Background: an optimization exercise with open tools, aiming at small area. Do not read the settings as production practice. Power is estimated from default activity; no workload was simulated.

## job 4090
==> flow/design.v (excerpt) <==
module bf_top #(
   parameter int TABLE_DEPTH  = 1024,
   parameter int EPOCH_CYCLES = 2032,
   parameter int SCRUB_BATCH  = 6
) (
   input  logic                    clk,
   input  logic                    rst,
   input  logic                    req_valid,
   input  bf_ctrl_pkg::req_kind_t  req_kind,
   input  bf_word_pkg::sram_addr_t req_hash0,
   input  bf_word_pkg::sram_addr_t req_hash1,
   output logic                    req_ready,
   output logic                    sram_rd_req,
   output bf_word_pkg::sram_addr_t sram_rd_addr,
   input  bf_word_pkg::sram_word_t sram_rd_data,
   input  logic                    sram_rd_vld,
   output logic                    sram_wr_req,
   output bf_word_pkg::sram_addr_t sram_wr_addr,
   output bf_word_pkg::sram_word_t sram_wr_data
);
   logic [7:0]  epoch;
   logic [7:0]  epoch_q;      
   logic        req_empty;
   logic        req_pop;
   logic        head_adv;
   logic        head_kind;
   logic        hsel;
   logic [18:0] req_addr;
   logic        take, do_op, rd_is_req, wr_is_req;
   logic [9:0]  rp, wp;
   logic [7:0]  age_in;
   logic [3:0]  code_in;
   logic [52:0] dl [1:4];
   logic [4:1]  pend;
   logic [4:1]  sel;
   logic [52:0] word;
   logic [3:0]  age;
   logic [47:0] result;
   logic [47:0] wr_vec;
   epoch_timer u_timer (
      .clk   (clk),
      .rst   (rst),
      .epoch (epoch)
   );
   small_fifo req_queue (
      .clk      (clk),
      .rst      (rst),
      .din      ({req_kind, req_hash1, req_hash0}),
      .wr_en    (req_valid),
      .rd_en    (req_pop),
      .head_adv (head_adv),
      .hsel     (hsel),
      .addr     (req_addr),
      .kind     (head_kind),
  ...
make LEC_CHECK=0 CAP_MARGIN=20 CORE_MARGIN=2 CORE_UTILIZATION=60 CTS_BUF_LIST=sky130_fd_sc_hd__clkbuf_8 CTS_CLUSTER_DIAMETER=60 CTS_CLUSTER_SIZE=20 SLEW_MARGIN=20 finish   # period 10.0 ns
run.sh (not shown) runs the stock make flow with config.mk's settings and CLKGATE_MAP_FILE= SYNTH_SCRIPT=/design/flow/synth_recipe.tcl, a recipe that flattens the netlist after the stock synthesis.
--- input diff job 4090..job 7665 ---
# job 4090
export LEC_CHECK = 0
export CAP_MARGIN = 20
export CORE_MARGIN = 2
export CORE_UTILIZATION = 60
export CTS_BUF_LIST = sky130_fd_sc_hd__clkbuf_8
export CTS_CLUSTER_DIAMETER = 60
export CTS_CLUSTER_SIZE = 20
export SLEW_MARGIN = 20
create_clock -name core_clock -period 10.0 [get_ports {clk}]
# job 7665
export LEC_CHECK = 0
export CAP_MARGIN = 20
export CORE_MARGIN = 2
export CORE_UTILIZATION = 60
export CTS_BUF_LIST = sky130_fd_sc_hd__clkbuf_4
export CTS_CLUSTER_SIZE = 20
export SLEW_MARGIN = 20
create_clock -name core_clock -period 10.0 [get_ports {clk}]
--- outcome ---
Compared to job 4090, the routing of job 7665 uses more wire. Job 7665 leaves less setup margin than job 4090. Going from job 4090 to job 7665, clock buffer count from CTS grows by 270%. Overall power for job 7665: about 18% up relative to job 4090. Taking job 4090 as the reference point, the worst endpoint data arrival time of job 7665 rises by 0.23 ns.
Input changes introduced in job 6187 (baseline for comparison: job 7665):
# job 7665
export LEC_CHECK = 0
export CAP_MARGIN = 20
export CORE_MARGIN = 2
export CORE_UTILIZATION = 60
export CTS_BUF_LIST = sky130_fd_sc_hd__clkbuf_4
export CTS_CLUSTER_SIZE = 20
export SLEW_MARGIN = 20
create_clock -name core_clock -period 10.0 [get_ports {clk}]
# job 6187
export LEC_CHECK = 0
export CAP_MARGIN = 20
export CORE_MARGIN = 2
export CORE_UTILIZATION = 60
export SLEW_MARGIN = 20
create_clock -name core_clock -period 10.0 [get_ports {clk}]
==> flow/flow/run.sh (new file) <==
#!/bin/bash
# Own layout flow: the standard layout (standard.sh, all steps), with two
# changes made through ORFS's own variables:
#  - the port buffers that global placement inserts use the smallest buffer,
#    sky130_fd_sc_hd__buf_1, instead of the tool's pick;
#  - clock tree synthesis inserts no dummy loads, uses clkbuf_8 and clusters
#    of at most 20 sinks within 60 um.
# make's full output goes to standard.log here; ORFS's per-step logs are in
# orfs/logs/.
set -euo pipefail
export BUFFER_PORTS_ARGS="-buffer_cell sky130_fd_sc_hd__buf_1"
export CTS_ARGS="-sink_clustering_enable -repair_clock_nets -dont_use_dummy_load -buf_list sky130_fd_sc_hd__clkbuf_8 -sink_clustering_size 20 -sink_clustering_max_diameter 60"
bash standard.sh finish > standard.log 2>&1
==> flow/standard.sh (new file) <==
#!/bin/bash
# synth_recipe.tcl (not shown) runs the flow's synth.tcl, then flattens the netlist and writes it again
# the make line also repeats each setting of config.mk as NAME=value (left out here)
make -C /OpenROAD-flow-scripts/flow DESIGN_CONFIG=/design/flow/config.mk WORK_HOME=/design/flow/orfs CLKGATE_MAP_FILE= SYNTH_SCRIPT=/design/flow/synth_recipe.tcl "${@:-finish}"
removed: flow/run.sh
## What came out
Min clock group total power across job 7665 and job 6187: job 6187
| worst voltage drop across the vdd grid | job 6187 vs job 7665 | worse |
Looking at antenna cell count, job 6187 sits 2 above job 7665.
No run of this note included a check of the RTL's function; only the layout flow was run.

[what the ideal ports hide]
How much do the figures lean on ideal ports? The routed layouts below were timed once more, with nothing changed but the port constraints. Step 1 assumes that a clkbuf_16 drives the clock port and a buf_2 every other input. Step 2 also shifts input and output timing later by t, the mid clock arrival at the registers, as if the neighbouring blocks saw the same clock. Three values: ideal ports, drivers, drivers and shift; two values: the first two.
run | t, ns | setup WS [ns] | worst setup path at the end | clock arrival spread, ns | worst slew at a driven data input, ns
job 4090 | 0.689 | 3.781 / 3.729 / 4.092 | register to register | 0.019 / 0.019 | 0.08
job 7665 | 0.886 | 3.550 / 3.497 / 4.150 | register to register | 0.046 / 0.046 | 0.08
job 6187 | 0.679 | 4.016 / 3.961 / 4.432 | register to register | 0.067 / 0.067 | 0.09
After both steps setup and hold are still met in every run listed.
